Background: an optimization exercise with open tools, aiming at small area. Do not read the settings as production practice.
The RTL was checked by simulation tests, not by an equivalence proof against the original design.
Power figures rest on the tool's default switching activity, not on a simulated workload.

==> flow/config.mk <==
export PLATFORM = sky130hd
export DESIGN_NAME = axi_frame_dispatch_top
export DESIGN_NICKNAME = axi_frame_dispatch_top
export VERILOG_FILES = /design/flow/design.v
export SDC_FILE = /design/flow/constraint.sdc
export NUM_CORES = 4
export LEC_CHECK = 0
export CAP_MARGIN = 20
export CORE_MARGIN = 2
export CORE_UTILIZATION = 40
export SLEW_MARGIN = 20
==> flow/constraint.sdc <==
create_clock -name core_clock -period 6.0 [get_ports {s_aclk}]
set_input_delay 1.2000 -clock core_clock [delete_from_list [all_inputs] [get_ports {s_aclk}]]
set_output_delay 1.2000 -clock core_clock [all_outputs]
set_load 0.01 [all_outputs]
==> flow/design.v <==
package axi_frame_dispatch_pkg;
   typedef enum logic [1:0] {
      IDLE   = 2'd0,
      ACTIVE = 2'd1,
      DROP   = 2'd2
   } state_t;
   localparam logic MODE_TDEST = 1'b0;
   localparam logic MODE_RR    = 1'b1;
endpackage
module pg_fifo #(
   parameter int WIDTH = 257,
   parameter int DEPTH = 4
) (
   input  logic             clk,
   input  logic             rst_n,
   input  logic             push,
   input  logic [WIDTH-1:0] wdata,
   output logic             full,
   output logic [WIDTH-1:0] rdata,
   output logic             rvalid,
   input  logic             pop
);
   localparam int AW = $clog2(DEPTH);
   typedef logic [AW-1:0] ptr_t;
   typedef logic [AW:0]   cnt_t;
   logic [WIDTH-1:0] mem [DEPTH];
   ptr_t wr_ptr, rd_ptr;
   cnt_t count;
   logic do_push, load;
   assign full    = (count + cnt_t'(rvalid)) >= cnt_t'(DEPTH);
   assign do_push = push && !full;
   assign load    = (count != '0) && (!rvalid || pop);
   always_ff @(posedge clk) begin
      if (do_push) mem[wr_ptr] <= wdata;
   end
   always_ff @(posedge clk or negedge rst_n) begin
      if (!rst_n) begin
         wr_ptr <= '0;
         rd_ptr <= '0;
         count  <= '0;
         rvalid <= 1'b0;
         rdata  <= '0;
      end else begin
         if (do_push) wr_ptr <= wr_ptr + ptr_t'(1);
         if (load) begin
            rd_ptr <= rd_ptr + ptr_t'(1);
            rdata  <= mem[rd_ptr];
            rvalid <= 1'b1;
         end else if (pop) begin
            rvalid <= 1'b0;
         end
         count <= count + cnt_t'(do_push) - cnt_t'(load);
      end
   end
endmodule
module axi_frame_dispatch #(
   parameter int IP_AMT       = 2,
   parameter int DATA_W       = 256,
   parameter int AXIS_TID_W   = 2,
   parameter int AXIS_TDEST_W = (IP_AMT > 1) ? $clog2(IP_AMT) : 1,
   parameter int FIFO_DEPTH   = 4,
   parameter int FRAME_PGNUM  = 9600,
   parameter int PGCNT_W      = $clog2(FRAME_PGNUM)
) (
   input  logic                     s_aclk,
   input  logic                     s_aresetn,
   input  logic                     mode_i,
   input  logic [AXIS_TID_W-1:0]    s_tid_i,
   input  logic [AXIS_TDEST_W-1:0]  s_tdest_i,
   input  logic [DATA_W-1:0]        s_tdata_i,
   input  logic [DATA_W/8-1:0]      s_tkeep_i,
   input  logic                     s_tlast_i,
   input  logic                     s_tvalid_i,
   output logic                     s_tready_o,
   output logic [IP_AMT*DATA_W-1:0] pg_data_o,
   output logic [IP_AMT-1:0]        pg_last_o,
   output logic [IP_AMT-1:0]        pg_valid_o,
   input  logic [IP_AMT-1:0]        pg_ready_i,
   output logic [IP_AMT-1:0]        frame_done_o,
   output logic [IP_AMT-1:0]        frame_err_o,
   output logic                     drop_o
);
   typedef logic [AXIS_TDEST_W-1:0] dest_t;
   typedef logic [AXIS_TDEST_W:0]   dest_ext_t;
   typedef logic [PGCNT_W-1:0]      pgcnt_t;
   localparam pgcnt_t LAST_IDX = pgcnt_t'(FRAME_PGNUM - 1);
   axi_frame_dispatch_pkg::state_t state, state_nxt;
   dest_t   dest_q, rr_ptr, cand_dest;
   pgcnt_t  pg_cnt, beat_idx;
   logic    illegal, sel_full, accept, legal_acc, at_limit, frame_end;
   logic [IP_AMT-1:0] full, push;
   logic [DATA_W:0]   push_word;
   logic    unused_inputs;
   assign unused_inputs = ^{s_tid_i, s_tkeep_i};
   always_comb begin
      cand_dest = dest_q;
      illegal   = 1'b0;
      beat_idx  = pg_cnt;
      if (state == axi_frame_dispatch_pkg::IDLE) begin
         cand_dest = (mode_i == axi_frame_dispatch_pkg::MODE_RR) ? rr_ptr : s_tdest_i;
         illegal   = (mode_i == axi_frame_dispatch_pkg::MODE_TDEST) && ({1'b0, s_tdest_i} >= dest_ext_t'(IP_AMT));
         beat_idx  = '0;
      end
   end
   always_comb begin
      sel_full = 1'b0;
      for (int k = 0; k < IP_AMT; k++) begin
         if (cand_dest == dest_t'(k)) sel_full = full[k];
      end
   end
   always_ff @(posedge s_aclk or negedge s_aresetn) begin
      if (!s_aresetn) state <= axi_frame_dispatch_pkg::IDLE;
      else            state <= state_nxt;
   end
   always_comb begin
      state_nxt = state;
      if (accept) begin
         unique case (state)
            axi_frame_dispatch_pkg::IDLE, axi_frame_dispatch_pkg::ACTIVE: begin
               if (s_tlast_i)                state_nxt = axi_frame_dispatch_pkg::IDLE;
               else if (illegal || at_limit) state_nxt = axi_frame_dispatch_pkg::DROP;
               else                          state_nxt = axi_frame_dispatch_pkg::ACTIVE;
            end
            axi_frame_dispatch_pkg::DROP:    if (s_tlast_i) state_nxt = axi_frame_dispatch_pkg::IDLE;
            default: state_nxt = axi_frame_dispatch_pkg::IDLE;
         endcase
      end
   end
   always_comb begin
      s_tready_o = 1'b0;
      unique case (state)
         axi_frame_dispatch_pkg::IDLE:    s_tready_o = illegal || !sel_full;
         axi_frame_dispatch_pkg::ACTIVE:  s_tready_o = !sel_full;
         axi_frame_dispatch_pkg::DROP:    s_tready_o = 1'b1;
         default: s_tready_o = 1'b0;
      endcase
      s_tready_o = s_tready_o && s_aresetn;
   end
   assign accept    = s_tvalid_i && s_tready_o;
   assign legal_acc = accept && (state != axi_frame_dispatch_pkg::DROP) && !illegal;
   assign at_limit  = (beat_idx == LAST_IDX);
   assign frame_end = legal_acc && (s_tlast_i || at_limit);
   assign push_word = {s_tlast_i || at_limit, s_tdata_i};
   always_comb begin
      push = '0;
      for (int k = 0; k < IP_AMT; k++) begin
         push[k] = legal_acc && (cand_dest == dest_t'(k));
      end
   end
   always_ff @(posedge s_aclk or negedge s_aresetn) begin
      if (!s_aresetn) begin
         dest_q       <= '0;
         rr_ptr       <= '0;
         pg_cnt       <= '0;
         frame_done_o <= '0;
         frame_err_o  <= '0;
         drop_o       <= 1'b0;
      end else begin
         frame_done_o <= '0;
         frame_err_o  <= '0;
         drop_o       <= accept && illegal;
         if (legal_acc) begin
            dest_q <= cand_dest;
            pg_cnt <= frame_end ? '0 : beat_idx + pgcnt_t'(1);
         end
         if (frame_end) begin
            rr_ptr <= (rr_ptr == dest_t'(IP_AMT - 1)) ? '0 : rr_ptr + dest_t'(1);
            if (s_tlast_i && at_limit) frame_done_o <= push;
            else                       frame_err_o  <= push;
         end
      end
   end
   for (genvar k = 0; k < IP_AMT; k++) begin : g_ch
      logic [DATA_W:0] rd_word;
      pg_fifo #(
         .WIDTH (DATA_W + 1),
         .DEPTH (FIFO_DEPTH)
      ) u_fifo (
         .clk    (s_aclk),
         .rst_n  (s_aresetn),
         .push   (push[k]),
         .wdata  (push_word),
         .full   (full[k]),
         .rdata  (rd_word),
         .rvalid (pg_valid_o[k]),
         .pop    (pg_ready_i[k] && pg_valid_o[k])
      );
      assign pg_data_o[(k+1)*DATA_W-1 -: DATA_W] = rd_word[DATA_W-1:0];
      assign pg_last_o[k] = rd_word[DATA_W];
   end
endmodule
module axi_frame_dispatch_top (
   input  logic           s_aclk,
   input  logic           s_aresetn,
   input  logic           mode_i,
   input  logic [1:0]     s_tid_i,
   input  logic [1:0]     s_tdest_i,
   input  logic [255:0]   s_tdata_i,
   input  logic [31:0]    s_tkeep_i,
   input  logic           s_tlast_i,
   input  logic           s_tvalid_i,
   output logic           s_tready_o,
   output logic [767:0]   pg_data_o,
   output logic [2:0]     pg_last_o,
   output logic [2:0]     pg_valid_o,
   input  logic [2:0]     pg_ready_i,
   output logic [2:0]     frame_done_o,
   output logic [2:0]     frame_err_o,
   output logic           drop_o
);
   axi_frame_dispatch #(
      .IP_AMT       (3),
      .DATA_W       (256),
      .AXIS_TID_W   (2),
      .AXIS_TDEST_W (2),
      .FIFO_DEPTH   (4),
      .FRAME_PGNUM  (9600)
   ) u_dispatch (
      .s_aclk       (s_aclk),
      .s_aresetn    (s_aresetn),
      .mode_i       (mode_i),
      .s_tid_i      (s_tid_i),
      .s_tdest_i    (s_tdest_i),
      .s_tdata_i    (s_tdata_i),
      .s_tkeep_i    (s_tkeep_i),
      .s_tlast_i    (s_tlast_i),
      .s_tvalid_i   (s_tvalid_i),
      .s_tready_o   (s_tready_o),
      .pg_data_o    (pg_data_o),
      .pg_last_o    (pg_last_o),
      .pg_valid_o   (pg_valid_o),
      .pg_ready_i   (pg_ready_i),
      .frame_done_o (frame_done_o),
      .frame_err_o  (frame_err_o),
      .drop_o       (drop_o)
   );
endmodule
==> flow/run.sh <==
#!/bin/bash
# synth_recipe.tcl (not shown) runs the flow's synth.tcl, then flattens the netlist and writes it again
# the make line also repeats each setting of config.mk as NAME=value (left out here)
make -C /OpenROAD-flow-scripts/flow DESIGN_CONFIG=/design/flow/config.mk WORK_HOME=/design/flow/orfs CLKGATE_MAP_FILE= SYNTH_SCRIPT=/design/flow/synth_recipe.tcl finish
==> results of run 1 <==
[report_power, final]
group          switching (mW)  total [mW]  internal, mW
logic                    10.6        23.5          12.9
registers                3.31        36.3          32.9
clock network            10.4        25.0          14.5
total                    24.4        84.7          60.3
[synth_stat cells (2+ instances only)]
cell type | n | share of area
xor2_1 | 5 | 0.00031
and3_1 | 8 | 0.00035
nand2b_1 | 2 | 0.000088
a41o_1 | 2 | 0.00014
o21ai_1 | 3 | 0.00011
buf_2 | 141 | 0.0050
nor2_1 | 15 | 0.00040
mux4_2 | 771 | 0.12
nor4_1 | 2 | 0.000088
buf_4 | 3 | 0.00016
buf_1 | 3 | 0.000079
edfxtp_1 | 3084 | 0.65
and2_1 | 17 | 0.00075
buf_6 | 4 | 0.00032
o31ai_1 | 3 | 0.00016
nor3_1 | 9 | 0.00032
clkbuf_1 | 120 | 0.0032
o41ai_1 | 8 | 0.00049
xnor2_1 | 16 | 0.00099
nand2_1 | 20 | 0.00053
o21ai_0 | 11 | 0.00039
inv_1 | 28 | 0.00074
nor2b_1 | 2 | 0.000088
dfrtp_1 | 822 | 0.14
fa_1 | 3 | 0.00042
mux2i_1 | 2 | 0.00014
a21oi_1 | 8 | 0.00028
mux2_2 | 776 | 0.062
o211ai_1 | 2 | 0.00011
a22o_1 | 2 | 0.00012
ha_1 | 19 | 0.0017
nand3_1 | 10 | 0.00035
nand4_1 | 2 | 0.000088
[kinds of logic (layout without fill, tap and decap cells)]
family | Yosys count | after routing | synth area share
adders and majority gates | 22 | 22 | 0.00210
xor gates and xnor gates | 21 | 21 | 0.00129
other | 0 | 16 | 0
DFF | 3906 | 3906 | 0.797
and+or+nand+nor | 97 | 97 | 0.00378
AOI/OAI and AO/OA | 50 | 50 | 0.00270
buffers and inverters | 300 | 2000 | 0.00946
muxes | 1550 | 1550 | 0.184
[layout make-up]
cell class | instances | area [um^2] | share of cell area
Tap cell | 4730 | 5920 | 0.0342
Antenna cell | 16 | 40.0 | 0.000231
Clock buffer | 564 | 11300 | 0.0651
Multi-Input combinational cell | 1740 | 27600 | 0.160
Timing Repair Buffer | 1218 | 12700 | 0.0737
Inverter | 29 | 109 | 0.000629
Sequential cell | 3906 | 113000 | 0.654
Clock inverter | 189 | 2100 | 0.0122
[state kept, by name (all words and copies together) (netlist names)]
name and flops:
u_dispatch.g_ch.u_fifo.rdata 771, u_dispatch.pg_cnt 14, u_dispatch.frame_err_o 3, u_dispatch.g_ch.u_fifo.wr_ptr 6
u_dispatch.g_ch.u_fifo.rvalid 3, u_dispatch.dest_q 2, u_dispatch.frame_done_o 3, u_dispatch.g_ch.u_fifo.rd_ptr 6
u_dispatch.g_ch.u_fifo.mem 3084, u_dispatch.g_ch.u_fifo.count 9, u_dispatch.rr_ptr 2, u_dispatch.drop_o 1
u_dispatch.state 2
[worst reg2reg max path, delay by kind of cell (launching register included)]
family	cells	cell delay, ps
AOI/OAI and AO/OA	1	360
buffers and inverters	2	680
and+or+nand+nor	4	1710
DFF	1	560
[routing by layer]
layer  track usage  vias up  part of all wire
met5             0        -          0.000074
met4        0.0535        4             0.027
met3        0.0386      441             0.063
met2         0.329     2130              0.49
met1         0.272    36373              0.42
li1              -    27248                 -
[path summary, 6_finish.rpt]
path	from	to	slack [ps]
min in group core_clock	u_dispatch.pg_cnt[13]	u_dispatch.pg_cnt[13]	490
max in group asynchronous	s_aresetn	u_dispatch.g_ch[1].u_fifo.rdata[2]	3200
worst max register to register	u_dispatch.state[1]	u_dispatch.g_ch[2].u_fifo.mem[0][56]	2250
worst min-delay path	s_aresetn	u_dispatch.g_ch[2].u_fifo.wr_ptr[1]	150
worst min register to register	u_dispatch.pg_cnt[13]	u_dispatch.pg_cnt[13]	490
worst max-delay path	mode_i	s_tready_o	550
==> impl_metrics.toml, run 1 <==
[run_status]
outcome = "complete, no violations"

[cells_and_area]
layout_common_cells = "3084 x edfxtp_1, 1046 x clkdlybuf4s50_1, 816 x dfrtp_1, 776 x mux2_2, 771 x mux4_2"
fin_util = 0.490
fin_area_um2 = 173000
layout-drive-gt1-share = 0.308
layout.nets = 7618
layout_commonest_cell = "edfxtp_1"
n_fill_cell = 28310
layout.cells.non_filler = 12392
synthToLayoutAreaGrowth_pct = 21.8

[worst_setup_path]
critPathSlowestCell = "clkdlybuf4s50_1"
cp_num_cells = 8
cp-end-kind = "output pin"
max_stage_delay_ps = 600
crit_chain = "clkdlybuf4s50_1, mux2_2, mux2i_4, mux2i_1, nor2_1, o32ai_1, and2_1, clkdlybuf4s50_1"
cp_max_fo = 8
arrival_ps = 4250
cp_top_family = "buffers and inverters"
cp-start-kind = "input port"
crit_required_ps = 4800
worst-path-buf-inv = 2
worst-r2r-cell-count = 7
crit_top_cell = "clkdlybuf4s50_1"
crit_type = "input port to output pin"

[power]
finalPower_mw = 84.7
power_leakage_nw = 57.8
vdd_ir_drop_max_v = 0.000455
p_per_area_nw_per_um2 = 490

[clock_network]
clock_latency_ps = 960
clock-sinks = 3906
cts_setup_buffers = 0
h-tree-depth = 5
cts_root_buf = "clkbuf_16"
cts_made_buffers = 401
ctsResizeCount = 0
holdBufCountCts = 0
path_clk_slew_ps = 60
cts_tree = "built"
cts.path.max_buffers = 4

[yosys]
ys_seq_area_frac = 0.797
synth_edf_count = 3084
synth-main-ff-cell = "edfxtp_1"
ys_warn_count = 2
synth_area_per_cell_um2 = 23.9
async_reset_ff_frac = 0.210
synth_cell_types = 56
netlist_instances = 5946
mappedNetlistNets = 6268
synth-seq-cells = 3906
synth_area_um2 = 142000

[sta]
slew_headroom = 0.148
tns_ps = 0
post-route-period-util = 0.908
setup_viol = 0
setup_ws_ps = 551
period_needed_ps = 5450
fmax_ghz = 0.184
fin_hold_ws_ps = 152
hold_viol_final = 0
rsz0062_at_grt = "false"
worstMarginPinSlew_ps = 1280
skew_ps = 58.2
drv_slew = 0

[detailed_routing]
routed_wl_um = 365000
firstDrtPassIters = 5
drt-wirelength-per-cell_um = 29.5
via_count = 66196
drt_iter0_drc = 5480
route.detailed.drc = 0
drtAntennaViolNets = 0
via_per_inst = 5.34

[floorplanning]
start_util = 0.403
placeableCoreArea_um2 = 353000
rows = 218
ioPinCount = 1082
die_y_um = 600
die_x_um = 600
dieArea_um2 = 360000

[grt]
grt_max_degree = 123
grt_pass1_vias = 68606
antenna_found_initial = 22
track_usage = 0.199
grt_pass1_wl_um = 514000
overflow = 0

[placement]
placed_cell_area_um2 = 160000
pre_cts_slack_ps = 690
dp.cells = 11623
portBuffers = 1047
globalplace.congestion = 0.776
dp_hpwl_um = 225000

[hold_path]
hold_class = "input port to async pin"

[job]
maxCapViolCount = 0
==> run 2, diff against run 1 <==
--- a/flow/design.v
+++ b/flow/design.v
@@ -9,6 +9,5 @@
 endpackage
 module pg_fifo #(
-   parameter int WIDTH = 257,
-   parameter int DEPTH = 4
+   parameter int WIDTH = 257
 ) (
    input  logic             clk,
@@ -21,34 +20,37 @@
    input  logic             pop
 );
-   localparam int AW = $clog2(DEPTH);
-   typedef logic [AW-1:0] ptr_t;
-   typedef logic [AW:0]   cnt_t;
-   logic [WIDTH-1:0] mem [DEPTH];
-   ptr_t wr_ptr, rd_ptr;
-   cnt_t count;
-   logic do_push, load;
-   assign full    = (count + cnt_t'(rvalid)) >= cnt_t'(DEPTH);
-   assign do_push = push && !full;
-   assign load    = (count != '0) && (!rvalid || pop);
+   logic [WIDTH-1:0] mem0, mem1, mem2;
+   logic [2:0] wr_sel, rd_sel;
+   logic [1:0] count;    
+   logic load;
+   logic [2:0] we, rs;
+   assign full = (count == 2'd3) && rvalid;
+   assign load = (count != 2'd0) && (!rvalid || pop);
+   assign we   = wr_sel & {3{push}};
+   assign rs   = rd_sel & {3{load}};
    always_ff @(posedge clk) begin
-      if (do_push) mem[wr_ptr] <= wdata;
+      if (we[0]) mem0 <= wdata;
+      if (we[1]) mem1 <= wdata;
+      if (we[2]) mem2 <= wdata;
+   end
+   always_ff @(posedge clk) begin
+      rdata <= (mem0 & {WIDTH{rs[0]}}) | (mem1 & {WIDTH{rs[1]}}) |
+               (mem2 & {WIDTH{rs[2]}}) | (rdata & {WIDTH{!load}});
    end
    always_ff @(posedge clk or negedge rst_n) begin
       if (!rst_n) begin
-         wr_ptr <= '0;
-         rd_ptr <= '0;
+         wr_sel <= 3'b001;
+         rd_sel <= 3'b001;
          count  <= '0;
          rvalid <= 1'b0;
-         rdata  <= '0;
       end else begin
-         if (do_push) wr_ptr <= wr_ptr + ptr_t'(1);
+         if (push) wr_sel <= {wr_sel[1:0], wr_sel[2]};
          if (load) begin
-            rd_ptr <= rd_ptr + ptr_t'(1);
-            rdata  <= mem[rd_ptr];
+            rd_sel <= {rd_sel[1:0], rd_sel[2]};
             rvalid <= 1'b1;
          end else if (pop) begin
             rvalid <= 1'b0;
          end
-         count <= count + cnt_t'(do_push) - cnt_t'(load);
+         count <= count + 2'(push) - 2'(load);
       end
    end
@@ -174,6 +176,5 @@
       logic [DATA_W:0] rd_word;
       pg_fifo #(
-         .WIDTH (DATA_W + 1),
-         .DEPTH (FIFO_DEPTH)
+         .WIDTH (DATA_W + 1)
       ) u_fifo (
          .clk    (s_aclk),
==> flow/flow/run.sh (new file) <==
#!/bin/bash
set -euo pipefail
cd "$(dirname "$0")/.."
export BUFFER_PORTS_ARGS="-buffer_cell sky130_fd_sc_hd__buf_1"
export CTS_ARGS="-sink_clustering_enable -repair_clock_nets -dont_use_dummy_load"
bash standard.sh > standard.log 2>&1
==> flow/standard.sh (new file) <==
#!/bin/bash
# synth_recipe.tcl (not shown) runs the flow's synth.tcl, then flattens the netlist and writes it again
# the make line also repeats each setting of config.mk as NAME=value (left out here)
make -C /OpenROAD-flow-scripts/flow DESIGN_CONFIG=/design/flow/config.mk WORK_HOME=/design/flow/orfs CLKGATE_MAP_FILE= SYNTH_SCRIPT=/design/flow/synth_recipe.tcl "${@:-finish}"
removed: flow/run.sh
==> run 2 against run 1 <==
  * Sequential cell count shrank 768
  * First-iteration DRC count up 75%
  * Combinational power decreased by about 90%
  * Worst hold slack better by 290 ps
  * Critical path depth decreased by 1
  * Via count is 7.9% lower
  * Cell count is 14% lower
  * Still clean
  * Largest cell class unchanged
  * Clock skew grew 53 ps
  * Core utilization decreased by 2.5 points
  * Critical endpoint unchanged
  * Power is 49% lower
  * Sequential power is 36% lower
==> impl_metrics.toml, run 2 <==
[sta]
worstMarginPinSlew_ps = 1260
slew_headroom = 0.159
period_needed_ps = 4250
setup_viol = 0
hold_viol_final = 0
rsz0062_at_grt = "false"
drv_slew = 0
tns_ps = 0
skew_ps = 112
post-route-period-util = 0.709
fmax_ghz = 0.235

[worst_setup_path]
crit_required_ps = 4800
arrival_ps = 3050
max_stage_delay_ps = 540
rr_endpoint = "u_dispatch.g_ch[1].u_fifo.mem1[5]"
cp-start-kind = "register"
rrSetupSlack_ps = 2270
worst-r2r-cell-count = 5
cp_max_fo = 13
critPathSlowestCell = "dfrtp_1"
crit_chain = "or2_1, o21ai_2, a21o_1, and2_1, a21o_1, and2_1, buf_1"
crit_type = "register to output pin"
cp-end-kind = "output pin"
rr_startpoint = "u_dispatch.state[0]"

[floorplanning]
rows = 187
placeableCoreArea_um2 = 259000
start_util = 0.401
die_y_um = 513
die_x_um = 513
dieArea_um2 = 264000
ioPinCount = 1082

[yosys]
ys_warn_count = 2
mappedNetlistNets = 6424
synth-seq-cells = 3138
synth_cell_types = 59
synth_most_common_cell = "edfxtp_1"
yosysTopAreaCellShare = 0.669
netlist_instances = 6117
async_reset_ff_frac = 0.0172
synth-main-ff-cell = "edfxtp_1"
synth_area_leaders = "edfxtp_1 67%, dfxtp_1 15%, a222oi_1 7.4%"
synth_edf_count = 2313
ys_seq_area_frac = 0.831
synth_area_leader_cell = "edfxtp_1"
synth_area_per_cell_um2 = 17.0
synth_area_um2 = 104000
synth_common_cells = "2313 x edfxtp_1, 821 x nand2_1, 773 x o21ai_0"

[cells_and_area]
layout.nets = 7502
layout_commonest_cell = "edfxtp_1"
synthToLayoutAreaGrowth_pct = 16.1
layout-drive-gt1-share = 0.0715
fin_area_um2 = 121000
layout_common_cells = "2313 x edfxtp_1, 1046 x buf_1, 821 x nand2_1, 773 x o21ai_0"

[power]
switching_power_mw = 9.53
power_leakage_nw = 37.2
seq_power_share = 0.547
power.internal_mw = 33.3
p_per_area_nw_per_um2 = 355
combPwrFrac = 0.055
vdd_ir_drop_max_v = 0.000432
pwr-share-clk = 0.398
p_sw_frac = 0.222

[grt]
track_usage = 0.217
antenna_found_initial = 32
grt_max_degree = 195
overflow = 0
grt_pass1_vias = 58989
grt_pass1_wl_um = 420000

[placement]
dp_hpwl_um = 179000
globalplace.congestion = 0.823
placed_cell_area_um2 = 112000
portBuffers = 1047

[clock_network]
cts.path.max_buffers = 4
cts_setup_buffers = 0
h-tree-depth = 5
clock-sinks = 3138
holdBufCountCts = 0
cts_root_buf = "clkbuf_16"
cts_tree = "built"
clock_latency_ps = 980
path_clk_slew_ps = 60
ctsResizeCount = 0
cts_made_buffers = 331

[detailed_routing]
via_per_inst = 5.74
firstDrtPassIters = 10
drtAntennaViolNets = 0
drt_iter0_drc = 9592
routed_wl_um = 296000
via_count = 60979
drt-wirelength-per-cell_um = 27.9
route.detailed.drc = 0

[hold_path]
hold_class = "input port to async pin"

[job]
maxCapViolCount = 0

[run_status]
outcome = "complete, no violations"
[run 2: power by group through the flow]
stage | Combinational [mW] | Sequential, mW | Clock, mW
floorplan | 1.45 | 23.8 | 0
detailed placement | 2.41 | 23.9 | 0
global placement | 2.35 | 23.9 | 0
CTS | 2.41 | 23.4 | 17.4
finish | 2.36 | 23.4 | 17.0
global route | 2.60 | 23.4 | 18.2
[run 2: worst max path at each step]
stage	startpoint	slack, ps	endpoint	cells after the start
global placement	mode_i	1720	u_dispatch.g_ch[1].u_fifo.mem1[5]	6
floorplan	mode_i	180	u_dispatch.g_ch[2].u_fifo.mem1[0]	7
CTS	u_dispatch.state[0]	1690	s_tready_o	7
detailed placement	mode_i	1700	u_dispatch.g_ch[1].u_fifo.mem1[5]	6
global route	u_dispatch.state[0]	1530	s_tready_o	7
finish	u_dispatch.state[0]	1750	s_tready_o	7
[run 2: area by class of cell]
class                   count  area, um^2
inverters                  17        68.8
multi-input cells        2516       15800
flip-flops and latches   3138       86300
diodes                     22        55.1
clock buffers             331        8280
well taps                3402        4260
fillers                 22195      138000
repair buffers           1191        5760
[run 2: critical path: cells and delay by family (launching register included)]
| family | cells | cell delay (ps) |
|---|---|---|
| flip-flops | 1 | 540 |
| AO/OA/AOI/OAI | 3 | 600 |
| AND/OR/NAND/NOR | 3 | 830 |
| buffers and inverters | 1 | 150 |
[run 2: metrics by stage]
stage / hold slack [ps] / util / worst slack [ps] / total power [mW] / instances
final: 445 / 0.466 / 1750 / 42.8 / 10617
after detailed placement: 440 / 0.433 / 1700 / 26.3 / 10264
after floorplan: 441 / - / 176 / 25.3 / 6117
after global routing: 463 / 0.466 / 1530 / 44.2 / 10602
after global placement: 434 / 0.433 / 1720 / 26.2 / 10264
after CTS: 409 / 0.465 / 1690 / 43.2 / 10595
[run 2: layer usage]
| layer | track usage | vias up | wire length, um |
|---|---|---|---|
| met1 | 0.288 | 30868 | 116000 |
| met5 | 0 | - | 185 |
| met3 | 0.0675 | 417 | 33400 |
| met4 | 0.0570 | 28 | 7510 |
| li1 | - | 26616 | - |
| met2 | 0.346 | 3050 | 139000 |
[run 2: logic make-up after synthesis]
logic type | synth area share
DFF | 0.831
AOI/OAI and AO/OA | 0.116
and+or+nand+nor | 0.0338
buffers and inverters | 0.0174
xor gates and xnor gates | 0.000675
adders and majority gates | 0.000844
muxes | 0.000542
==> run 3, diff against run 2 <==
==> flow/run.sh (new file) <==
#!/bin/bash
# synth_recipe.tcl (not shown) runs the flow's synth.tcl, then flattens the netlist and writes it again
# the make line also repeats each setting of config.mk as NAME=value (left out here)
make -C /OpenROAD-flow-scripts/flow DESIGN_CONFIG=/design/flow/config.mk WORK_HOME=/design/flow/orfs CLKGATE_MAP_FILE= SYNTH_SCRIPT=/design/flow/synth_recipe.tcl finish
removed: flow/flow/run.sh
removed: flow/standard.sh
==> run 3 against run 2 <==
  * Critical path depth rose by 1
  * Sequential power barely moved
  * Design area rose by 7.6%
  * Synthesized cell count did not move
  * Global-route usage rose by 0.30 points
==> impl_metrics.toml, run 3 <==
[run_status]
outcome = "complete, no violations"

[cells_and_area]
layout-drive-gt1-share = 0.0903
n_fill_cell = 21185
layout_common_cells = "2313 x edfxtp_1, 1046 x clkdlybuf4s50_1, 821 x nand2_1, 773 x o21ai_0"
layout.cells.non_filler = 10895
fin_area_um2 = 130000
layout.nets = 7524
layout_commonest_cell = "edfxtp_1"
synthToLayoutAreaGrowth_pct = 24.9
regArea_um2 = 86300
multiInputGateArea_um2 = 15800

[sta]
hold_viol_final = 0
setup_viol = 0
setup_ws_ps = 1160
skew_ps = 87.5
drv_slew = 0
period_needed_ps = 4840
fmax_ghz = 0.206
rsz0062_at_grt = "false"
fin_hold_ws_ps = 444
worstMarginPinSlew_ps = 1330
tns_ps = 0
slew_headroom = 0.110
post-route-period-util = 0.807

[floorplanning]
die_y_um = 513
start_util = 0.401
ioPinCount = 1082
dieArea_um2 = 264000
die_x_um = 513
rows = 187
placeableCoreArea_um2 = 259000

[yosys]
synth_area_um2 = 104000
synth_area_leader_cell = "edfxtp_1"
async_reset_ff_frac = 0.0172
synth-seq-cells = 3138
synth_edf_count = 2313
mappedNetlistNets = 6424
ys_seq_area_frac = 0.831
synth_area_per_cell_um2 = 17.0
synth_common_cells = "2313 x edfxtp_1, 821 x nand2_1, 773 x o21ai_0"
netlist_instances = 6117
synth_most_common_cell = "edfxtp_1"
synth-main-ff-cell = "edfxtp_1"
ys_warn_count = 2
yosysTopAreaCellShare = 0.669
synth_area_leaders = "edfxtp_1 67%, dfxtp_1 15%, a222oi_1 7.4%"
synth_cell_types = 59

[worst_setup_path]
critPathLaunch = "mode_i"
max_stage_delay_ps = 530
worst-r2r-cell-count = 7
crit_required_ps = 4800
rr_startpoint = "u_dispatch.state[0]"
cp-end-kind = "output pin"
crit_type = "input port to output pin"
crit_chain = "clkdlybuf4s50_1, mux2_4, a211o_1, a21o_1, and2_1, a21o_1, and2_1, clkdlybuf4s50_1"
critPathSlowestCell = "clkdlybuf4s50_1"
cp-start-kind = "input port"
rr_endpoint = "u_dispatch.g_ch[2].u_fifo.mem1[40]"
rrSetupSlack_ps = 2490
arrival_ps = 3640
cp_max_fo = 6

[clock_network]
ctsResizeCount = 0
clock_latency_ps = 960
cts_made_buffers = 331
h-tree-depth = 5
holdBufCountCts = 0
cts_tree = "built"
path_clk_slew_ps = 60
cts.path.max_buffers = 4
cts_root_buf = "clkbuf_16"
clock-sinks = 3138
cts_setup_buffers = 0

[placement]
pre_cts_slack_ps = 1170
portBuffers = 1047
globalplace.congestion = 0.821
placed_cell_area_um2 = 119000
dp.cells = 10286
dp_hpwl_um = 182000

[grt]
antenna_found_initial = 31
overflow = 0
grt_pass1_vias = 59366
grt_max_degree = 179
track_usage = 0.220
grt_pass1_wl_um = 426000

[power]
p_per_area_nw_per_um2 = 355
vdd_ir_drop_max_v = 0.000304
power_leakage_nw = 40.9
seq_power_share = 0.508
pwr-share-clk = 0.437
combPwrFrac = 0.054
switching_power_mw = 10.3
p_sw_frac = 0.224
power.internal_mw = 35.8

[detailed_routing]
via_per_inst = 5.63
routed_wl_um = 299000
drtAntennaViolNets = 0
firstDrtPassIters = 9
via_count = 61348
drt_iter0_drc = 8956
route.detailed.drc = 0
drt-wirelength-per-cell_um = 27.4

[hold_path]
hold_class = "input port to async pin"

[job]
maxCapViolCount = 0
## run 3: cell types whose count changed in the layout (fill, tap and decap cells not counted), sizes merged
cell and change:
bufinv +28, clkdlybuf4s50 +1046, clkbuf +130, clkinvlp +4
inv +15, diode -4, clkinv +82, buf -1023
## run 3: stage by stage
step,utilization,power (mW)
5_1_grt,0.501,47.5
3_3_place_gp,0.459,26.4
2_1_floorplan,-,25.3
6_report,0.501,46.1
4_1_cts,0.501,46.5
3_5_place_dp,0.459,26.4
## run 3: routing by layer
metal | vias to the layer above | global-route usage | wire length (um) | share of wire
met1 | 31180 | 0.295 | 121000 | 0.40
met4 | 36 | 0.0619 | 7160 | 0.024
met3 | 378 | 0.0639 | 31000 | 0.10
met2 | 2848 | 0.348 | 140000 | 0.47
met5 | - | 0 | 233 | 0.00078
li1 | 26906 | - | - | -
## run 3: cell type report
cell class	count	share of cell area
antenna	18	0.000348
clock buffer	462	0.0714
clock inverter	129	0.0110
inverter	17	0.000531
multi-input combinational	2516	0.122
sequential	3138	0.666
tap	3402	0.0328
timing repair buffer	1213	0.0963
## run 3: logic make-up after synthesis
logic type / after synthesis / synth area share
xor+xnor: 8 / 0.000675
simple gates: 894 / 0.0338
buf+inv: 463 / 0.0174
flops: 3138 / 0.831
compound gates: 1602 / 0.116
mux: 5 / 0.000542
fa+ha+maj: 7 / 0.000844
## run 3: power by group through the flow
stage / Sequential, mW / Combinational [mW] / Clock [mW]
final: 23.4 / 2.50 / 20.1
after global routing: 23.4 / 2.75 / 21.4
after CTS: 23.4 / 2.55 / 20.5
after detailed placement: 23.9 / 2.55 / 0
after global placement: 23.9 / 2.52 / 0
after floorplan: 23.8 / 1.45 / 0
## run 3: worst max-delay path by stage
stage / endpoint / slack, ps / cells after the start
floorplan: u_dispatch.g_ch[2].u_fifo.mem1[0] / 180 / 7
global placement: s_tready_o / 1150 / 8
detailed placement: s_tready_o / 1170 / 8
CTS: s_tready_o / 1160 / 8
global route: s_tready_o / 1080 / 8
finish: s_tready_o / 1160 / 8
## run 3: worst max-delay path: cells and delay by family
kind	cells	cell delay [ps]
buf+inv	2	1000
compound gates	3	700
simple gates	2	380
mux	1	350
==> run 4, diff against run 3 <==
==> flow/flow/run.sh (new file) <==
#!/bin/bash
set -euo pipefail
cd "$(dirname "$0")/.."
export BUFFER_PORTS_ARGS="-buffer_cell sky130_fd_sc_hd__buf_1"
export CTS_ARGS="-sink_clustering_enable -repair_clock_nets -dont_use_dummy_load -buf_list sky130_fd_sc_hd__clkbuf_16 -sink_clustering_size 30 -sink_clustering_max_diameter 60"
bash standard.sh > standard.log 2>&1
==> flow/standard.sh (new file) <==
#!/bin/bash
# synth_recipe.tcl (not shown) runs the flow's synth.tcl, then flattens the netlist and writes it again
# the make line also repeats each setting of config.mk as NAME=value (left out here)
make -C /OpenROAD-flow-scripts/flow DESIGN_CONFIG=/design/flow/config.mk WORK_HOME=/design/flow/orfs CLKGATE_MAP_FILE= SYNTH_SCRIPT=/design/flow/synth_recipe.tcl "${@:-finish}"
--- a/flow/config.mk
+++ b/flow/config.mk
@@ -8,4 +8,4 @@
 export CAP_MARGIN = 20
 export CORE_MARGIN = 2
-export CORE_UTILIZATION = 40
+export CORE_UTILIZATION = 50
 export SLEW_MARGIN = 20
removed: flow/run.sh
==> run 4 against run 3 <==
  * Still clean on timing, DRC and antenna
  * Worst hold slack gained 3.3 ps
  * Routed wire length shrank 4.4%
  * Clock skew grew 40 ps
  * Maximum frequency grew 12%
  * Critical path depth is the same
  * Critical path type unchanged
  * Critical endpoint unchanged
==> impl_metrics.toml, run 4 <==
[run_status]
outcome = "complete, no violations"

[yosys]
yosysTopAreaCellShare = 0.669
synth_cell_types = 59
synth_edf_count = 2313
mappedNetlistNets = 6424
synth_area_leaders = "edfxtp_1 67%, dfxtp_1 15%, a222oi_1 7.4%"
async_reset_ff_frac = 0.0172
ys_warn_count = 2
synth-seq-cells = 3138
netlist_instances = 6117
ys_seq_area_frac = 0.831
synth-main-ff-cell = "edfxtp_1"
synth_area_um2 = 104000
synth_common_cells = "2313 x edfxtp_1, 821 x nand2_1, 773 x o21ai_0"
synth_area_per_cell_um2 = 17.0
synth_most_common_cell = "edfxtp_1"
synth_area_leader_cell = "edfxtp_1"

[grt]
overflow = 0
grt_max_degree = 215
track_usage = 0.262
antenna_found_initial = 44
grt_pass1_wl_um = 404000
grt_pass1_vias = 56448
met2_usage = 0.414
grt.met3_usage = 0.0841
grt-busiest-layer = "met2"
use_met1 = 0.345

[sta]
setup_viol = 0
worstMarginPinSlew_ps = 1290
period_needed_ps = 4310
post-route-period-util = 0.719
skew_ps = 128
drv_slew = 0
rsz0062_at_grt = "false"
slew_headroom = 0.142
fin_hold_ws_ps = 447
fmax_ghz = 0.232
hold_viol_final = 0
tns_ps = 0
setup_ws_ps = 1690

[worst_setup_path]
critPathSlowestCell = "mux2_4"
cp_top_family = "compound AO/OA/AOI/OAI gates"
worst-path-buf-inv = 2
cp_max_fo = 6
rr_startpoint = "u_dispatch.state[0]"
critPathLaunch = "mode_i"
crit_type = "input port to output pin"
cp-end-kind = "output pin"
max_stage_delay_ps = 370
crit_required_ps = 4800
cp-start-kind = "input port"
arrival_ps = 3110
crit_chain = "buf_1, mux2_4, a211o_1, a21o_1, and2_1, a21o_1, and2_1, buf_1"

[power]
vdd_ir_drop_max_v = 0.000295
finalPower_mw = 37.2
combPwrFrac = 0.063
power_leakage_nw = 34.9
p_sw_frac = 0.228
power.internal_mw = 28.7
switching_power_mw = 8.48
seq_power_share = 0.629
p_per_area_nw_per_um2 = 323
pwr-share-clk = 0.308

[clock_network]
cts_made_buffers = 172
clock-sinks = 3138
cts_tree = "built"
ctsResizeCount = 0
h-tree-depth = 4
holdBufCountCts = 0
cts.path.max_buffers = 3
cts_setup_buffers = 0
cts_root_buf = "clkbuf_16"
clock_latency_ps = 880
path_clk_slew_ps = 60

[detailed_routing]
drt_iter0_drc = 8796
via_count = 59692
drt-wirelength-per-cell_um = 29.5
via_per_inst = 6.15
firstDrtPassIters = 10
drtAntennaViolNets = 0
route.detailed.drc = 0
routed_wl_um = 286000

[placement]
pre_cts_slack_ps = 1540
dp.cells = 9519
placed_cell_area_um2 = 111000
globalplace.congestion = 0.812
portBuffers = 1047
dp_hpwl_um = 169000

[floorplanning]
dieArea_um2 = 211000
placeableCoreArea_um2 = 207000
rows = 167
die_y_um = 460
die_x_um = 460
ioPinCount = 1082
start_util = 0.502

[cells_and_area]
synthToLayoutAreaGrowth_pct = 11.0
layout.cells.non_filler = 9709
layout_common_cells = "2313 x edfxtp_1, 1046 x buf_1, 821 x nand2_1, 773 x o21ai_0"
layout-drive-gt1-share = 0.0441
fin_util = 0.558
fin_area_um2 = 115000
layout_commonest_cell = "edfxtp_1"
n_fill_cell = 16450
layout.nets = 7296

[hold_path]
hold_class = "register to register"
hold_start = "u_dispatch.g_ch[0].u_fifo.rdata[235]"

[job]
maxCapViolCount = 0
run 4: cell count changes in the layout (fill, tap and decap cells not counted), sizes merged:
cell,change
clkbuf,-289
clkinv,-82
clkinvlp,-4
bufinv,-28
clkdlybuf4s50,-1046
buf,+976
inv,-15
run 4: area by class of cell:
| cell class | instances | area (um^2) | share of cell area |
|---|---|---|---|
| Sequential cell | 3138 | 86300 | 0.749 |
| Inverter | 17 | 68.8 | 0.000597 |
| Timing Repair Buffer | 1144 | 5350 | 0.0464 |
| Tap cell | 2704 | 3380 | 0.0294 |
| Clock buffer | 172 | 4300 | 0.0374 |
| Antenna cell | 18 | 45.0 | 0.000391 |
| Multi-Input combinational cell | 2516 | 15800 | 0.137 |
run 4: power groups by stage:
stage	Sequential (mW)	Combinational (mW)	Clock, mW
after floorplan	23.8	1.45	0
after global placement	23.9	2.34	0
after detailed placement	23.9	2.38	0
after CTS	23.4	2.38	11.7
after global routing	23.4	2.58	12.4
final	23.4	2.33	11.4
run 4: layer usage:
| layer | vias to the layer above | wire length, um |
|---|---|---|
| li1 | 26161 | - |
| met1 | 30429 | 111000 |
| met2 | 2654 | 134000 |
| met3 | 408 | 31600 |
| met4 | 40 | 9140 |
| met5 | - | 256 |
run 4: kinds of logic (layout without fill, tap and decap cells):
family / Yosys count / in the layout / share of synthesized area
AO/OA/AOI/OAI: 1602 / 1602 / 0.116
XOR/XNOR: 8 / 8 / 0.000675
adder cells (fa/ha/maj): 7 / 7 / 0.000844
buffers and inverters: 463 / 1333 / 0.0174
flip-flops: 3138 / 3138 / 0.831
multiplexers: 5 / 5 / 0.000542
other: 0 / 18 / 0
AND/OR/NAND/NOR: 894 / 894 / 0.0338
run 4: worst register-to-register path, delay by kind of cell, from the launching register on:
kind                   cells  cell delay [ps]
flip-flops                 1              580
AND/OR/NAND/NOR            3             1990
AO/OA/AOI/OAI              1              150
buffers and inverters      1              530
run 4: final timing paths:
check	end	slack (ps)	cells past startpoint
max reg2reg	u_dispatch.g_ch[1].u_fifo.mem1[92]	2430	5
min	u_dispatch.g_ch[0].u_fifo.rdata[235]	450	2
max in group asynchronous	u_dispatch.g_ch[2].u_fifo.rd_sel[1]	4740	2
max	s_tready_o	1690	8
min reg2reg	u_dispatch.g_ch[0].u_fifo.rdata[235]	450	2
min in group asynchronous	u_dispatch.g_ch[0].u_fifo.wr_sel[2]	640	2
==> run 5, diff against run 4 <==
--- a/flow/config.mk
+++ b/flow/config.mk
@@ -8,4 +8,4 @@
 export CAP_MARGIN = 20
 export CORE_MARGIN = 2
-export CORE_UTILIZATION = 50
+export CORE_UTILIZATION = 65
 export SLEW_MARGIN = 20
==> run 5 against run 4 <==
  * Via count increased by 0.91%
  * Clock-buffer cell count decreased by 22
  * Global-route usage up 6.7 points
  * Sequential cell count did not move
  * Routed wire length is 4.2% lower
==> impl_metrics.toml, run 5 <==
[run_status]
outcome = "complete, no violations"

[yosys]
synth_area_leaders = "edfxtp_1 67%, dfxtp_1 15%, a222oi_1 7.4%"
yosysTopAreaCellShare = 0.669
ys_seq_area_frac = 0.831
synth-seq-cells = 3138
synth_common_cells = "2313 x edfxtp_1, 821 x nand2_1, 773 x o21ai_0"
netlist_instances = 6117
synth_area_per_cell_um2 = 17.0
synth_cell_types = 59
ys_warn_count = 2
async_reset_ff_frac = 0.0172
mappedNetlistNets = 6424
synth_most_common_cell = "edfxtp_1"
synth_area_um2 = 104000
synth-main-ff-cell = "edfxtp_1"
synth_area_leader_cell = "edfxtp_1"
synth_edf_count = 2313

[cells_and_area]
synthToLayoutAreaGrowth_pct = 9.59
layout.nets = 7266
n_fill_cell = 10382
layout-drive-gt1-share = 0.0400
layout_commonest_cell = "edfxtp_1"
fin_area_um2 = 114000
regArea_um2 = 86300
layout_common_cells = "2313 x edfxtp_1, 1046 x buf_1, 821 x nand2_1, 773 x o21ai_0"
layout.cells.non_filler = 9059
multiInputGateArea_um2 = 15800
fin_util = 0.717

[placement]
dp_hpwl_um = 168000
portBuffers = 1047
dp.cells = 8879
placed_cell_area_um2 = 110000
globalplace.congestion = 0.820
pre_cts_slack_ps = 1540

[floorplanning]
placeableCoreArea_um2 = 159000
die_y_um = 404
rows = 146
dieArea_um2 = 163000
ioPinCount = 1082
start_util = 0.655
die_x_um = 404

[sta]
tns_ps = 0
post-route-period-util = 0.729
rsz0062_at_grt = "false"
setup_viol = 0
skew_ps = 78.4
worstMarginPinSlew_ps = 1180
period_needed_ps = 4380
setup_ws_ps = 1620
slew_headroom = 0.214
hold_viol_final = 0
drv_slew = 0
fmax_ghz = 0.228

[hold_path]
hold_path_end = "u_dispatch.g_ch[0].u_fifo.rdata[216]"
hold_class = "register to register"
hold_start = "u_dispatch.g_ch[0].u_fifo.rdata[216]"
min_path_cells = 2

[grt]
grt_pass1_vias = 55965
grt_max_degree = 218
grt_pass1_wl_um = 388000
antenna_found_initial = 49
overflow = 0
track_usage = 0.329

[detailed_routing]
drt_iter0_drc = 9278
via_per_inst = 6.65
via_count = 60237
firstDrtPassIters = 10
routed_wl_um = 274000
drt-wirelength-per-cell_um = 30.2
route.detailed.drc = 0
drtAntennaViolNets = 0

[worst_setup_path]
rrSetupSlack_ps = 2420
rr_startpoint = "u_dispatch.state[0]"
cp-end-kind = "output pin"
rr_endpoint = "u_dispatch.g_ch[1].u_fifo.mem1[133]"
crit_required_ps = 4800
cp-start-kind = "input port"
arrival_ps = 3180
worst-r2r-cell-count = 5
cp_max_fo = 6
crit_type = "input port to output pin"

[power]
p_per_area_nw_per_um2 = 318
vdd_ir_drop_max_v = 0.000320
power_leakage_nw = 34.6

[clock_network]
ctsResizeCount = 0
holdBufCountCts = 0
path_clk_slew_ps = 70
cts_made_buffers = 150
clock_latency_ps = 800
cts_setup_buffers = 0
h-tree-depth = 4
clock-sinks = 3138
cts.path.max_buffers = 3
cts_root_buf = "clkbuf_16"
cts_tree = "built"

[job]
maxCapViolCount = 0
-- run 5: how the worst max path moves through the flow --
stage	end	slack, ps	depth (start not counted)	start
6_report	s_tready_o	1620	8	mode_i
5_1_grt	s_tready_o	1600	7	u_dispatch.state[0]
4_1_cts	s_tready_o	1620	8	mode_i
3_5_place_dp	u_dispatch.g_ch[2].u_fifo.mem2[89]	1540	8	mode_i
3_3_place_gp	u_dispatch.g_ch[2].u_fifo.mem0[166]	1560	8	mode_i
2_1_floorplan	u_dispatch.g_ch[2].u_fifo.mem1[0]	180	7	mode_i
-- run 5: cell type report --
type                       instances  area share
antenna                           30    0.000660
clock buffer                     150      0.0330
inverter                          17    0.000605
multi-input combinational       2516       0.139
sequential                      3138       0.759
tap                             2072      0.0228
timing repair buffer            1136      0.0456
-- run 5: metal layers --
metal,part of all wire,up-vias,track usage
met5,0.0012,-,0
met4,0.049,46,0.147
met3,0.11,474,0.0936
met2,0.47,2998,0.514
met1,0.36,30617,0.436
li1,-,26102,-
-- run 5: where the power goes --
group	internal (mW)	leakage, nW	total (mW)	switching, mW
clock	4.47	1.85	10.6	6.09
combinational	0.279	5.10	2.25	1.97
sequential	23.3	27.7	23.4	0.105
total	28.0	34.6	36.2	8.17
-- run 5: critical path, cell delays in order --
cell and delay, ps:
buf_1 300, mux2_4 360, a211o_1 300, a21o_1 190, and2_1 230, a21o_1 210, and2_1 220, buf_1 160
-- run 5: logic make-up (layout without fill, tap and decap cells) --
family | Yosys count | count (layout) | share of synthesized area
AOI/OAI and AO/OA | 1602 | 1602 | 0.116
xor gates and xnor gates | 8 | 8 | 0.000675
adders and majority gates | 7 | 7 | 0.000844
buffers and inverters | 463 | 1303 | 0.0174
DFF | 3138 | 3138 | 0.831
muxes | 5 | 5 | 0.000542
other | 0 | 30 | 0
and+or+nand+nor | 894 | 894 | 0.0338
-- run 5: stage by stage --
stage,hold WS (ps),power (mW)
after global routing,475,37.3
after floorplan,441,25.3
after CTS,459,36.4
final,455,36.2
after detailed placement,440,26.2
after global placement,432,26.1
==> run 6, diff against run 5 <==
--- a/flow/design.v
+++ b/flow/design.v
@@ -8,4 +8,44 @@
    localparam logic MODE_RR    = 1'b1;
 endpackage
+module pg_slot_next #(
+   parameter int WIDTH = 257
+) (
+   input  logic [WIDTH-1:0] wdata,
+   input  logic             we,
+   input  logic [WIDTH-1:0] q,
+   input  logic             keep,
+   output logic [WIDTH-1:0] d
+);
+   assign d = (wdata & {WIDTH{we}}) | (q & {WIDTH{keep}});
+endmodule
+module pg_sel3_n #(
+   parameter int WIDTH = 257
+) (
+   input  logic [WIDTH-1:0] m0,
+   input  logic [WIDTH-1:0] m1,
+   input  logic [WIDTH-1:0] m2,
+   input  logic [2:0]       sel,
+   output logic [WIDTH-1:0] y_n
+);
+   assign y_n = ~((m0 & {WIDTH{sel[0]}}) | (m1 & {WIDTH{sel[1]}}) | (m2 & {WIDTH{sel[2]}}));
+endmodule
+module pg_hold_n #(
+   parameter int WIDTH = 257
+) (
+   input  logic [WIDTH-1:0] q,
+   input  logic             hold,
+   output logic [WIDTH-1:0] h_n
+);
+   assign h_n = ~(q & {WIDTH{hold}});
+endmodule
+module pg_out_next #(
+   parameter int WIDTH = 257
+) (
+   input  logic [WIDTH-1:0] y_n,
+   input  logic [WIDTH-1:0] h_n,
+   output logic [WIDTH-1:0] d
+);
+   assign d = ~(y_n & h_n);
+endmodule
 module pg_fifo #(
    parameter int WIDTH = 257
@@ -21,20 +61,26 @@
 );
    logic [WIDTH-1:0] mem0, mem1, mem2;
+   logic [WIDTH-1:0] mem0_d, mem1_d, mem2_d, rdata_d, rsel_n, rhold_n;
    logic [2:0] wr_sel, rd_sel;
    logic [1:0] count;    
-   logic load;
-   logic [2:0] we, rs;
+   logic load, hold;
+   logic [2:0] we, rs, keep;
    assign full = (count == 2'd3) && rvalid;
    assign load = (count != 2'd0) && (!rvalid || pop);
    assign we   = wr_sel & {3{push}};
    assign rs   = rd_sel & {3{load}};
+   assign keep = ~(we | rs);
+   assign hold = !load && rvalid;
+   pg_slot_next #(.WIDTH(WIDTH)) u_n0 (.wdata(wdata), .we(we[0]), .q(mem0), .keep(keep[0]), .d(mem0_d));
+   pg_slot_next #(.WIDTH(WIDTH)) u_n1 (.wdata(wdata), .we(we[1]), .q(mem1), .keep(keep[1]), .d(mem1_d));
+   pg_slot_next #(.WIDTH(WIDTH)) u_n2 (.wdata(wdata), .we(we[2]), .q(mem2), .keep(keep[2]), .d(mem2_d));
+   pg_sel3_n    #(.WIDTH(WIDTH)) u_rs (.m0(mem0), .m1(mem1), .m2(mem2), .sel(rs), .y_n(rsel_n));
+   pg_hold_n    #(.WIDTH(WIDTH)) u_rh (.q(rdata), .hold(hold), .h_n(rhold_n));
+   pg_out_next  #(.WIDTH(WIDTH)) u_no (.y_n(rsel_n), .h_n(rhold_n), .d(rdata_d));
    always_ff @(posedge clk) begin
-      if (we[0]) mem0 <= wdata;
-      if (we[1]) mem1 <= wdata;
-      if (we[2]) mem2 <= wdata;
-   end
-   always_ff @(posedge clk) begin
-      rdata <= (mem0 & {WIDTH{rs[0]}}) | (mem1 & {WIDTH{rs[1]}}) |
-               (mem2 & {WIDTH{rs[2]}}) | (rdata & {WIDTH{!load}});
+      mem0  <= mem0_d;
+      mem1  <= mem1_d;
+      mem2  <= mem2_d;
+      rdata <= rdata_d;
    end
    always_ff @(posedge clk or negedge rst_n) begin
--- a/flow/config.mk
+++ b/flow/config.mk
@@ -6,6 +6,7 @@
 export NUM_CORES = 4
 export LEC_CHECK = 0
-export CAP_MARGIN = 20
+export CAP_MARGIN = 5
 export CORE_MARGIN = 2
 export CORE_UTILIZATION = 65
-export SLEW_MARGIN = 20
+export SLEW_MARGIN = 5
+export SYNTH_HIERARCHICAL = 1
==> run 6 against run 5 <==
  * First-iteration DRC count grew 50%
  * Clock power grew 4%
  * Power decreased by 5.9%
  * Design area shrank 2.6%
  * Worst setup slack better by 200 ps
  * Combinational power is 7% lower
  * Clock-buffer cell count increased by 5
  * Largest power group unchanged
==> impl_metrics.toml, run 6 <==
[run_status]
outcome = "complete, no violations"

[placement]
portBuffers = 1047
dp.cells = 11313
dp_hpwl_um = 199000
globalplace.congestion = 0.872

[grt]
overflow = 0
track_usage = 0.405
grt_pass1_vias = 79138
grt_max_degree = 177
antenna_found_initial = 63
grt_pass1_wl_um = 521000

[floorplanning]
start_util = 0.655
die_y_um = 409
dieArea_um2 = 168000
die_x_um = 409
rows = 148
placeableCoreArea_um2 = 163000
ioPinCount = 1082

[yosys]
synth_area_per_cell_um2 = 12.0
ys_warn_count = 8
synth-seq-cells = 3138
synthAdderAreaFrac = 0.000469
ys_seq_area_frac = 0.591
synth_compound_area_frac = 0.267
mappedNetlistNets = 9170
yosysTopAreaCellShare = 0.578
yosys.area_share.simple = 0.0602
synth_area_leader_cell = "dfxtp_1"
synth_common_cells = "3084 x dfxtp_1, 2314 x a22o_1, 1559 x nand2_1"
synth_cell_types = 59
synth_xor_area_frac = 0.000328
synth_top_family_by_area = "compound AO/OA/AOI/OAI gates"
synth_edf_count = 0
netlist_instances = 8866
synth_area_um2 = 107000
synth_most_common_cell = "dfxtp_1"
synth_area_leaders = "dfxtp_1 58%, a22o_1 19%, a222oi_1 7.2%"
synthMuxAreaShare = 0.00252
async_reset_ff_frac = 0.0172
synth-main-ff-cell = "dfxtp_1"

[sta]
setup_viol = 0
period_needed_ps = 4180
post-route-period-util = 0.696
rsz0062_at_grt = "false"
fmax_ghz = 0.239
skew_ps = 54.3
slew_headroom = 0.112
drv_slew = 0
hold_viol_final = 0
tns_ps = 0
worstMarginPinSlew_ps = 1330

[cells_and_area]
layout-drive-gt1-share = 0.0351
layout_common_cells = "3084 x dfxtp_1, 2314 x a22o_1, 1559 x nand2_1, 1046 x buf_1, 771 x a222oi_1"
layout.nets = 9599
n_fill_cell = 12379
layout_commonest_cell = "dfxtp_1"
synthToLayoutAreaGrowth_pct = 3.74
layout.cells.non_filler = 11519

[clock_network]
cts_tree = "built"
clock_latency_ps = 860
h-tree-depth = 4
cts.path.max_buffers = 3
cts_setup_buffers = 0
path_clk_slew_ps = 110
ctsResizeCount = 0
clock-sinks = 3138
cts_root_buf = "clkbuf_16"
cts_made_buffers = 155
holdBufCountCts = 0

[worst_setup_path]
cp-start-kind = "register"
crit_type = "register to register"
arrival_ps = 4950
crit_required_ps = 6770
cp-end-kind = "register"
cp_max_fo = 151

[detailed_routing]
firstDrtPassIters = 10
drt_iter0_drc = 13899
via_count = 82436
routed_wl_um = 360000
via_per_inst = 7.16
drtAntennaViolNets = 0
drt-wirelength-per-cell_um = 31.2
route.detailed.drc = 0

[power]
p_per_area_nw_per_um2 = 307
vdd_ir_drop_max_v = 0.000353
power_leakage_nw = 44.2

[job]
maxCapViolCount = 0

[hold_path]
hold_class = "register to register"
-- run 6: cells by family after synthesis --
| family | Yosys count |
|---|---|
| mux | 24 |
| xor+xnor | 4 |
| compound gates | 3156 |
| simple gates | 1652 |
| fa+ha+maj | 4 |
| buf+inv | 888 |
| flops | 3138 |
-- run 6: cell type report --
| type | instances | area (um^2) | share of cell area |
|---|---|---|---|
| Clock buffer | 155 | 3880 | 0.0350 |
| Antenna cell | 51 | 128 | 0.00115 |
| Tap cell | 2175 | 2720 | 0.0246 |
| Inverter | 6 | 22.5 | 0.000203 |
| Sequential cell | 3138 | 63100 | 0.569 |
| Multi-Input combinational cell | 4840 | 35400 | 0.320 |
| Timing Repair Buffer | 1154 | 5520 | 0.0498 |
-- run 6: layer usage --
| layer | GRT usage | wire length (um) | vias to the layer above |
|---|---|---|---|
| li1 | - | - | 34793 |
| met1 | 0.528 | 139000 | 41273 |
| met2 | 0.597 | 155000 | 5501 |
| met3 | 0.117 | 43300 | 839 |
| met4 | 0.245 | 22400 | 30 |
| met5 | 0 | 196 | - |
-- run 6: power breakdown --
group / switching, mW / internal [mW] / leakage [nW] / total [mW]
logic: 1.76 / 0.345 / 16.7 / 2.10
clock network: 6.40 / 4.62 / 1.91 / 11.0
registers: 0.0725 / 20.9 / 25.5 / 20.9
total: 8.23 / 25.8 / 44.2 / 34.1
-- run 6: critical path, cell delays in order, from the launching register on --
cell and delay (ps):
dfrtp_1 520, or2_1 400, o21ai_1 410, a41o_1 250
or2_1 190, nor2_1 190, and2_4 230, a21oi_4 720
buf_12 810, a22o_1 260
-- run 6: worst paths after layout --
path                                                     start                                   end  slack [ps]  depth (start not counted)
max                                        u_dispatch.state[1]   u_dispatch.g_ch[1].u_fifo.mem0[210]        1820                          9
min                        u_dispatch.g_ch[1].u_fifo.mem2[228]  u_dispatch.g_ch[1].u_fifo.rdata[228]         440                          2
max reg2reg                                u_dispatch.state[1]   u_dispatch.g_ch[1].u_fifo.mem0[210]        1820                          9
min reg2reg                u_dispatch.g_ch[1].u_fifo.mem2[228]  u_dispatch.g_ch[1].u_fifo.rdata[228]         440                          2
max in group asynchronous                            s_aresetn   u_dispatch.g_ch[2].u_fifo.wr_sel[1]        4930                          2
min in group asynchronous                            s_aresetn            u_dispatch.frame_done_o[2]         510                          2
-- run 6: metrics by stage --
stage | instance area, um^2 | utilization | setup WS [ps] | hold WS (ps) | power [mW]
2_1_floorplan | 107000 | - | 2140 | 439 | 22.9
3_3_place_gp | 107000 | 0.655 | 1210 | 427 | 23.4
3_5_place_dp | 107000 | 0.655 | 1170 | 430 | 23.5
4_1_cts | 111000 | 0.679 | 1930 | 443 | 34.0
5_1_grt | 111000 | 0.680 | 1750 | 462 | 34.9
6_report | 111000 | 0.680 | 1820 | 442 | 34.1
==> run 7, diff against run 6 <==
--- a/flow/config.mk
+++ b/flow/config.mk
@@ -8,5 +8,5 @@
 export CAP_MARGIN = 5
 export CORE_MARGIN = 2
-export CORE_UTILIZATION = 65
+export CORE_UTILIZATION = 80
 export SLEW_MARGIN = 5
 export SYNTH_HIERARCHICAL = 1
==> run 7 against run 6 <==
  * Sequential cell count stayed put
  * Clock-buffer cell count is 8 lower
  * Via count is 4.6% higher
  * Critical path type unchanged
==> impl_metrics.toml, run 7 <==
[floorplanning]
start_util = 0.803
placeableCoreArea_um2 = 133000
dieArea_um2 = 136000
ioPinCount = 1082
rows = 134
die_x_um = 369
die_y_um = 369

[cells_and_area]
layout_common_cells = "3084 x dfxtp_1, 2314 x a22o_1, 1559 x nand2_1, 1046 x buf_1, 771 x a222oi_1"
multiInputGateArea_um2 = 35400
regArea_um2 = 63100
n_fill_cell = 7660
layout.nets = 9619
fin_area_um2 = 111000
layout_commonest_cell = "dfxtp_1"
synthToLayoutAreaGrowth_pct = 3.52
layout-drive-gt1-share = 0.0372

[clock_network]
cts_tree = "built"
cts.path.max_buffers = 3
path_clk_slew_ps = 110
h-tree-depth = 4
clock_latency_ps = 840
cts_setup_buffers = 0
holdBufCountCts = 0
cts_made_buffers = 147
ctsResizeCount = 0
cts_root_buf = "clkbuf_16"
clock-sinks = 3138

[worst_setup_path]
crit_required_ps = 6740
arrival_ps = 5110
critPathSlowestCell = "nor2_1"
cp-end-kind = "register"
crit_type = "register to register"
cp-start-kind = "register"
crit_chain = "or2_1, o21ai_1, a41o_1, or2_1, nor2_1, and2_4, buf_12, buf_12, a22o_1"
max_stage_delay_ps = 650
cp_max_fo = 97

[sta]
slew_headroom = 0.0949
worstMarginPinSlew_ps = 1360
drv_slew = 0
setup_ws_ps = 1630
rsz0062_at_grt = "false"
post-route-period-util = 0.728
fmax_ghz = 0.229
hold_viol_final = 0
setup_viol = 0
tns_ps = 0
skew_ps = 57.6
period_needed_ps = 4370

[grt]
antenna_found_initial = 71
grt_pass1_vias = 82255
track_usage = 0.496
grt_max_degree = 172
grt_pass1_wl_um = 520000
overflow = 0

[detailed_routing]
routed_wl_um = 357000
via_per_inst = 7.74
firstDrtPassIters = 13
drt-wirelength-per-cell_um = 32.1
drtAntennaViolNets = 0
drt_iter0_drc = 19217
route.detailed.drc = 0
via_count = 86234

[power]
vdd_ir_drop_max_v = 0.000643
pwr-share-clk = 0.317
combPwrFrac = 0.062
power_leakage_nw = 44.3
finalPower_mw = 33.7
p_per_area_nw_per_um2 = 305
seq_power_share = 0.621
switching_power_mw = 8.09
power.internal_mw = 25.6
p_sw_frac = 0.240

[placement]
portBuffers = 1047
dp_hpwl_um = 203000
globalplace.congestion = 0.887
placed_cell_area_um2 = 107000
pre_cts_slack_ps = 1190

[hold_path]
hold_class = "register to register"

[yosys]
yosysTopAreaCellShare = 0.578
mappedNetlistNets = 9170
synth_cell_types = 59
synth_area_per_cell_um2 = 12.0
netlist_instances = 8866
synth_area_leaders = "dfxtp_1 58%, a22o_1 19%, a222oi_1 7.2%"
synth_area_leader_cell = "dfxtp_1"
synth-main-ff-cell = "dfxtp_1"
async_reset_ff_frac = 0.0172
synth_most_common_cell = "dfxtp_1"
synth-seq-cells = 3138
ys_warn_count = 8
synth_area_um2 = 107000
synth_common_cells = "3084 x dfxtp_1, 2314 x a22o_1, 1559 x nand2_1"
synth_edf_count = 0
ys_seq_area_frac = 0.591

[run_status]
outcome = "complete, no violations"

[job]
maxCapViolCount = 0
-- run 7: cell counts after synthesis --
Identical to the previous run, type by type.
-- run 7: worst max-delay path: cells and delay by family, from the launching register on --
family	cells	cell delay (ps)
AND/OR/NAND/NOR	4	1680
flip-flops	1	600
AO/OA/AOI/OAI	3	840
buffers and inverters	2	980
-- run 7: cell type report --
type,count,share of cell area
Multi-Input combinational cell,4840,0.320
Sequential cell,3138,0.571
Inverter,6,0.000204
Antenna cell,60,0.00136
Timing Repair Buffer,1182,0.0540
Tap cell,1768,0.0200
Clock buffer,147,0.0333
-- run 7: path summary, 6_finish.rpt --
check                                                     from                              endpoint  slack (ps)  depth (start not counted)
min in group asynchronous                            s_aresetn                   u_dispatch.state[1]         520                          2
setup / recovery                           u_dispatch.state[1]   u_dispatch.g_ch[2].u_fifo.mem1[159]        1630                          9
max in group asynchronous                            s_aresetn   u_dispatch.g_ch[0].u_fifo.wr_sel[1]        4910                          2
hold / removal             u_dispatch.g_ch[2].u_fifo.mem2[101]  u_dispatch.g_ch[2].u_fifo.rdata[101]         440                          2
hold reg to reg            u_dispatch.g_ch[2].u_fifo.mem2[101]  u_dispatch.g_ch[2].u_fifo.rdata[101]         440                          2
setup reg to reg                           u_dispatch.state[1]   u_dispatch.g_ch[2].u_fifo.mem1[159]        1630                          9
-- run 7: metal layers --
layer,global-route usage,share of wire,vias up
met2,0.707,0.42,8143
met1,0.622,0.34,41757
met5,0,0.00065,-
met3,0.175,0.16,1450
li1,-,-,34848
met4,0.362,0.079,36
-- run 7: per-stage QoR --
stage,instances,util,hold slack [ps]
global route,11130,0.831,458
detailed placement,10934,0.803,430
global placement,10934,0.803,427
CTS,11081,0.830,433
floorplan,8866,-,439
finish,11141,0.832,438
-- run 7: cell families (layout without fill, tap and decap cells) --
group                    count (synthesis)  in the layout  synth area share
multiplexers                            24             24           0.00252
adder cells (fa/ha/maj)                  4              4          0.000469
buffers and inverters                  888           1335            0.0790
AND/OR/NAND/NOR                       1652           1652            0.0602
XOR/XNOR                                 4              4          0.000328
AO/OA/AOI/OAI                         3156           3156             0.267
flip-flops                            3138           3138             0.591
other                                    0             60                 0
-- run 7: power groups by stage --
stage / logic [mW] / clock network, mW / registers (mW)
after CTS: 1.99 / 10.6 / 20.9
after detailed placement: 1.98 / 0 / 21.4
after global placement: 1.93 / 0 / 21.4
final: 2.09 / 10.7 / 20.9
after floorplan: 1.47 / 0 / 21.4
after global routing: 2.11 / 11.3 / 20.9

-- static timing again, ports no longer ideal --
The flow's constraints put no driver on any port. The routed layouts listed below were extracted and timed again, unchanged, in two steps.
Step 1 assumes that a clkbuf_16 drives the clock port and a buf_2 every other input.
Step 2 times the ports against the registers' clock, not the clock port: input delays grow and output delays shrink by t, the midpoint of the rising clock arrivals with the driver on.
a / b / c = ideal ports / drivers / drivers and shift; a / b = the first two.
run | shift t [ns] | slack for setup (ns) | worst slew at a driven data input, ns
run 1 | 1.027 | 0.551 / 0.492 / 0.492 | 0.22
run 2 | 1.021 | 1.748 / 1.655 / 1.601 | 0.18
run 3 | 1.012 | 1.155 / 1.122 / 1.122 | 0.19
run 4 | 0.903 | 1.688 / 1.665 / 1.505 | 0.23
run 5 | 0.848 | 1.624 / 1.601 / 1.595 | 0.19
run 6 | 0.927 | 1.822 / 1.786 / 1.018 | 0.24
run 7 | 0.903 | 1.630 / 1.630 / 0.873 | 0.27
After both steps every run listed still meets setup and hold. The setup slack of run 6, which loses most, moves by -0.036 ns with the drivers and by -0.804 ns with both steps.
